Background: an optimization exercise with open tools, aiming at small area. Do not read the settings as production practice. Function was checked by simulation only, so behaviour that the tests miss may differ from the original. Power is estimated from default activity; no workload was simulated.

==> flow/design.v <==
package smpq_pkg;
	localparam int DEF_QUEUE_DEPTH = 16;
	localparam int VALUE_W         = 32;
	localparam int OCC_W           = 5;
	localparam logic [1:0] OP_INSERT = 2'd0;
	localparam logic [1:0] OP_REMOVE = 2'd1;
	localparam logic [1:0] OP_PEEK   = 2'd2;
	localparam logic [1:0] OP_NONE   = 2'd3;
	localparam logic [1:0] ST_OK    = 2'd0;
	localparam logic [1:0] ST_EMPTY = 2'd1;
	localparam logic [1:0] ST_FULL  = 2'd2;
endpackage
module smpq_ctrl (
	input  logic       clk,
	input  logic       arst_n,
	input  logic       start,
	input  logic [1:0] cmd_op,
	input  logic       full,
	input  logic       empty,
	input  logic       lt,
	output logic       busy,
	output logic       done,
	output logic [4:0] count,
	output logic       sel_prev,
	output logic       sel_keep,
	output logic       sel_new_n,
	output logic [1:0] rsp_status,
	output logic       show_n
);
	logic [3:0] phase_q;
	logic [4:0] count_q;
	logic       armed_q;
	logic       win_q;
	logic       placed_q;
	logic       done_q;
	logic [1:0] status_q;
	logic       show_q;
	logic is_ins, is_rem, is_peek;
	logic ins_go, read_go;
	logic win, ready, take, last_step, behind, sel_new;
	logic take_ins, take_rem, removed;
	logic at11, at14, at15, feedback;
	assign is_ins  = (cmd_op == smpq_pkg::OP_INSERT);
	assign is_rem  = (cmd_op == smpq_pkg::OP_REMOVE);
	assign is_peek = (cmd_op == smpq_pkg::OP_PEEK);
	assign ins_go  = is_ins && !full;
	assign read_go = (is_rem || is_peek) && !empty;
	assign at11 = (phase_q == 4'd7);
	assign at14 = (phase_q == 4'd12);
	assign at15 = (phase_q == 4'd8);
	assign feedback = phase_q[3] ^ phase_q[2] ^ (phase_q[2:0] == 3'd0);
	assign win       = win_q || (armed_q && ins_go && at15);
	assign last_step = win_q && at14;
	assign behind    = lt && !last_step;
	assign sel_prev  = win && behind;
	assign sel_new   = win && !behind && !(win_q && placed_q);
	assign sel_new_n = !sel_new;
	assign removed   = show_q && at15;
	assign sel_keep  = !win && !(empty || removed) || (win && !behind && win_q && placed_q);
	always_comb begin
		if (ins_go)       ready = last_step;
		else if (read_go) ready = at15;
		else              ready = 1'b1;
	end
	assign busy = !ready;
	assign take = start && ready;
	assign take_ins = take && ins_go;
	assign take_rem = take && is_rem && !empty;
	always_ff @(posedge clk or negedge arst_n) begin
		if (!arst_n) begin
			phase_q <= 4'd0;
			count_q <= 5'd0;
			armed_q <= 1'b0;
			win_q   <= 1'b0;
			done_q  <= 1'b0;
		end else begin
			phase_q <= {take_rem || (phase_q[2] && !take_ins), phase_q[1:0], feedback};
			if (take_ins)
				count_q <= count_q + 5'd1;
			else if (take_rem)
				count_q <= count_q - 5'd1;
			armed_q <= start && !take && (armed_q || at11);
			win_q   <= win && !last_step;
			done_q  <= take;
		end
	end
	always_ff @(posedge clk) begin
		placed_q <= sel_new || (win_q && placed_q);
		if (is_ins && full)
			status_q <= smpq_pkg::ST_FULL;
		else if ((is_rem || is_peek) && empty)
			status_q <= smpq_pkg::ST_EMPTY;
		else
			status_q <= smpq_pkg::ST_OK;
		show_q <= take && read_go;
	end
	assign done       = done_q;
	assign count      = count_q;
	assign rsp_status = status_q;
	assign show_n     = !show_q;
endmodule
module smpq_datapath (
	input  logic        clk,
	input  logic [31:0] cmd_value,
	input  logic        sel_prev,
	input  logic        sel_keep,
	input  logic        sel_new_n,
	input  logic        show_n,
	output logic        key_lt,
	output logic [31:0] rsp_head
);
	logic [31:0] ring_q [16];
	logic [31:0] entry;
	logic [31:0] a;
	logic [31:0] c;
	logic [31:0] co;
	logic [1:0]  carry_q;
	always_ff @(posedge clk) begin
		ring_q[0] <= entry;
		for (int i = 1; i < 16; i++)
			ring_q[i] <= ring_q[i-1];
	end
	assign a = {ring_q[14][31:24], ring_q[13][23:12], ring_q[12][11:0]};
	genvar i;
	generate
		for (i = 0; i < 32; i++) begin : g_bit
			if (i == 0) begin : g_c0
				assign c[i] = 1'b0;
			end else if (i == 12 || i == 24) begin : g_cq
				assign c[i] = carry_q[i/12 - 1];
			end else begin : g_ci
				assign c[i] = co[i-1];
			end
			smpq_slice #(
				.SIGN (i == 31)
			) u_slice (
				.prev      (ring_q[14][i]),
				.keep      (ring_q[15][i]),
				.key       (cmd_value[i]),
				.sel_prev  (sel_prev),
				.sel_keep  (sel_keep),
				.sel_new_n (sel_new_n),
				.a         (a[i]),
				.ci        (c[i]),
				.show_n    (show_n),
				.entry     (entry[i]),
				.co        (co[i]),
				.head      (rsp_head[i])
			);
		end
	endgenerate
	always_ff @(posedge clk) begin
		carry_q <= {co[23], co[11]};
	end
	assign key_lt = co[31];
endmodule
module smpq_slice #(
	parameter bit SIGN = 1'b0
) (
	input  logic prev,
	input  logic keep,
	input  logic key,
	input  logic sel_prev,
	input  logic sel_keep,
	input  logic sel_new_n,
	input  logic a,
	input  logic ci,
	input  logic show_n,
	output logic entry,
	output logic co,
	output logic head
);
	logic held;   
	logic u;      
	assign held  = SIGN ? key : ~key;
	assign u     = SIGN ? ~key : key;
	assign entry = (prev & sel_prev) | (keep & sel_keep) | (held & ~sel_new_n);
	assign co    = ~((~u & ~a) | (~ci & (~u | ~a)));
	assign head  = (SIGN ? keep : ~keep) & ~show_n;
endmodule
module sorted_min_priority_queue_core (
	input  logic        clk,
	input  logic        arst_n,
	input  logic        start,
	input  logic [1:0]  cmd_op,
	input  logic [31:0] cmd_value,
	output logic        busy,
	output logic        done,
	output logic [31:0] rsp_head,
	output logic [1:0]  rsp_status,
	output logic        rsp_empty,
	output logic [4:0]  rsp_count
);
	logic [4:0]  count;
	logic        full;
	logic        empty;
	logic        key_lt;
	logic        sel_keep;
	logic        sel_prev;
	logic        sel_new_n;
	logic        show_n;
	assign full  = count[4];
	assign empty = (count == 5'd0);
	smpq_ctrl u_ctrl (
		.clk        (clk),
		.arst_n     (arst_n),
		.start      (start),
		.cmd_op     (cmd_op),
		.full       (full),
		.empty      (empty),
		.lt         (key_lt),
		.busy       (busy),
		.done       (done),
		.count      (count),
		.sel_prev   (sel_prev),
		.sel_keep   (sel_keep),
		.sel_new_n  (sel_new_n),
		.rsp_status (rsp_status),
		.show_n     (show_n)
	);
	smpq_datapath u_datapath (
		.clk       (clk),
		.cmd_value (cmd_value),
		.sel_prev  (sel_prev),
		.sel_keep  (sel_keep),
		.sel_new_n (sel_new_n),
		.show_n    (show_n),
		.key_lt    (key_lt),
		.rsp_head  (rsp_head)
	);
	assign rsp_empty = empty;
	assign rsp_count = count;
endmodule
module smpq_top (
	input  logic        clk,
	input  logic        arst_n,
	input  logic        start,
	input  logic [1:0]  cmd_op,
	input  logic [31:0] cmd_value,
	output logic        busy,
	output logic        done,
	output logic [31:0] rsp_head,
	output logic [1:0]  rsp_status,
	output logic        rsp_empty,
	output logic [4:0]  rsp_count
);
	sorted_min_priority_queue_core u_core (
		.clk        (clk),
		.arst_n     (arst_n),
		.start      (start),
		.cmd_op     (cmd_op),
		.cmd_value  (cmd_value),
		.busy       (busy),
		.done       (done),
		.rsp_head   (rsp_head),
		.rsp_status (rsp_status),
		.rsp_empty  (rsp_empty),
		.rsp_count  (rsp_count)
	);
endmodule
==> flow/config.mk <==
export PLATFORM = sky130hd
export DESIGN_NAME = smpq_top
export DESIGN_NICKNAME = smpq_top
export VERILOG_FILES = /design/flow/design.v
export SDC_FILE = /design/flow/constraint.sdc
export NUM_CORES = 4
export LEC_CHECK = 0
export CAP_MARGIN = 20
export CORE_MARGIN = 2
export CORE_UTILIZATION = 70
export CTS_BUF_LIST = sky130_fd_sc_hd__clkbuf_4
export CTS_CLUSTER_DIAMETER = 50
export CTS_CLUSTER_SIZE = 10
export PLACE_DENSITY = 0.85
export SLEW_MARGIN = 20
export SYNTH_HIERARCHICAL = 1
==> flow/constraint.sdc <==
create_clock -name core_clock -period 5.0 [get_ports {clk}]
set_input_delay 1.0000 -clock core_clock [delete_from_list [all_inputs] [get_ports {clk}]]
set_output_delay 1.0000 -clock core_clock [all_outputs]
set_load 0.01 [all_outputs]
standard.sh (not shown) runs the stock make flow with config.mk's settings and CLKGATE_MAP_FILE= SYNTH_SCRIPT=/design/flow/synth_recipe.tcl, a recipe that flattens the netlist after the stock synthesis.
==> flow/flow/run.sh <==
#!/bin/bash
# The standard layout, with each port's buffer made of the smallest buffer cell,
# a clock tree without dummy loads.
export BUFFER_PORTS_ARGS="-buffer_cell sky130_fd_sc_hd__buf_1"
export CTS_ARGS="-sink_clustering_enable -repair_clock_nets -sink_clustering_size 10 -sink_clustering_max_diameter 50 -buf_list sky130_fd_sc_hd__clkbuf_4 -dont_use_dummy_load"
bash standard.sh > standard.log 2>&1
Rerun with:
--- a/flow/design.v
+++ b/flow/design.v
@@ -72,16 +72,14 @@
 			count_q <= 5'd0;
 			armed_q <= 1'b0;
 			win_q   <= 1'b0;
 			done_q  <= 1'b0;
 		end else begin
 			phase_q <= {take_rem || (phase_q[2] && !take_ins), phase_q[1:0], feedback};
-			if (take_ins)
-				count_q <= count_q + 5'd1;
-			else if (take_rem)
-				count_q <= count_q - 5'd1;
+			if (take_ins || take_rem)
+				count_q <= count_q + {{4{take_rem}}, 1'b1};
 			armed_q <= start && !take && (armed_q || at11);
 			win_q   <= win && !last_step;
 			done_q  <= take;
 		end
 	end
 	always_ff @(posedge clk) begin
Effect: The new run passed the timing, DRC and antenna checks. Die area stays flat. Wire length went down slightly. Total power goes up by roughly a tenth. Non-clock buffer count does not change. Global-route usage barely changes. Synthesized area is about the same. Count of clock-buffer cells in the layout is unchanged. Synthesized cell count rises slightly. Cell count came out higher slightly. Worst hold slack is better by 0.028 ns. Worst setup slack degrades by 0.0083 ns. First-iteration DRC count drops by a quarter to a third. Sequential share of layout area went down by 0.20 points.

## static timing again, ports no longer ideal
In the flow no input, the clock included, has a driving cell. The finished layouts below were timed again as built, in two steps. Step 1 (the two cells are an assumption about what drives the block):
set clk [get_ports {clk}]
set_driving_cell -lib_cell sky130_fd_sc_hd__clkbuf_16 $clk
set_driving_cell -lib_cell sky130_fd_sc_hd__buf_2 [delete_from_list [all_inputs] $clk]
Step 2 adds t to the input delays and takes it off the output delays; t is the mean of the earliest and latest rising clock arrival at the registers after step 1. Input paths then give back, and output paths get back, about the clock's delay inside the block. a / b / c = ideal / step 1 / step 2; a / b = the first two.
run | t, ns | setup slack, ns | latest minus earliest clock arrival (ns)
the first run | 0.696 | 0.677 / 0.697 / 0.001 | 0.071 / 0.071
the second run | 0.693 | 0.669 / 0.681 / -0.012 | 0.037 / 0.036
With both steps, setup timing fails in the second run, where it was met with ideal ports. The setup slack of the second run, which loses most, moves by +0.012 ns with the drivers and by -0.681 ns with both steps.
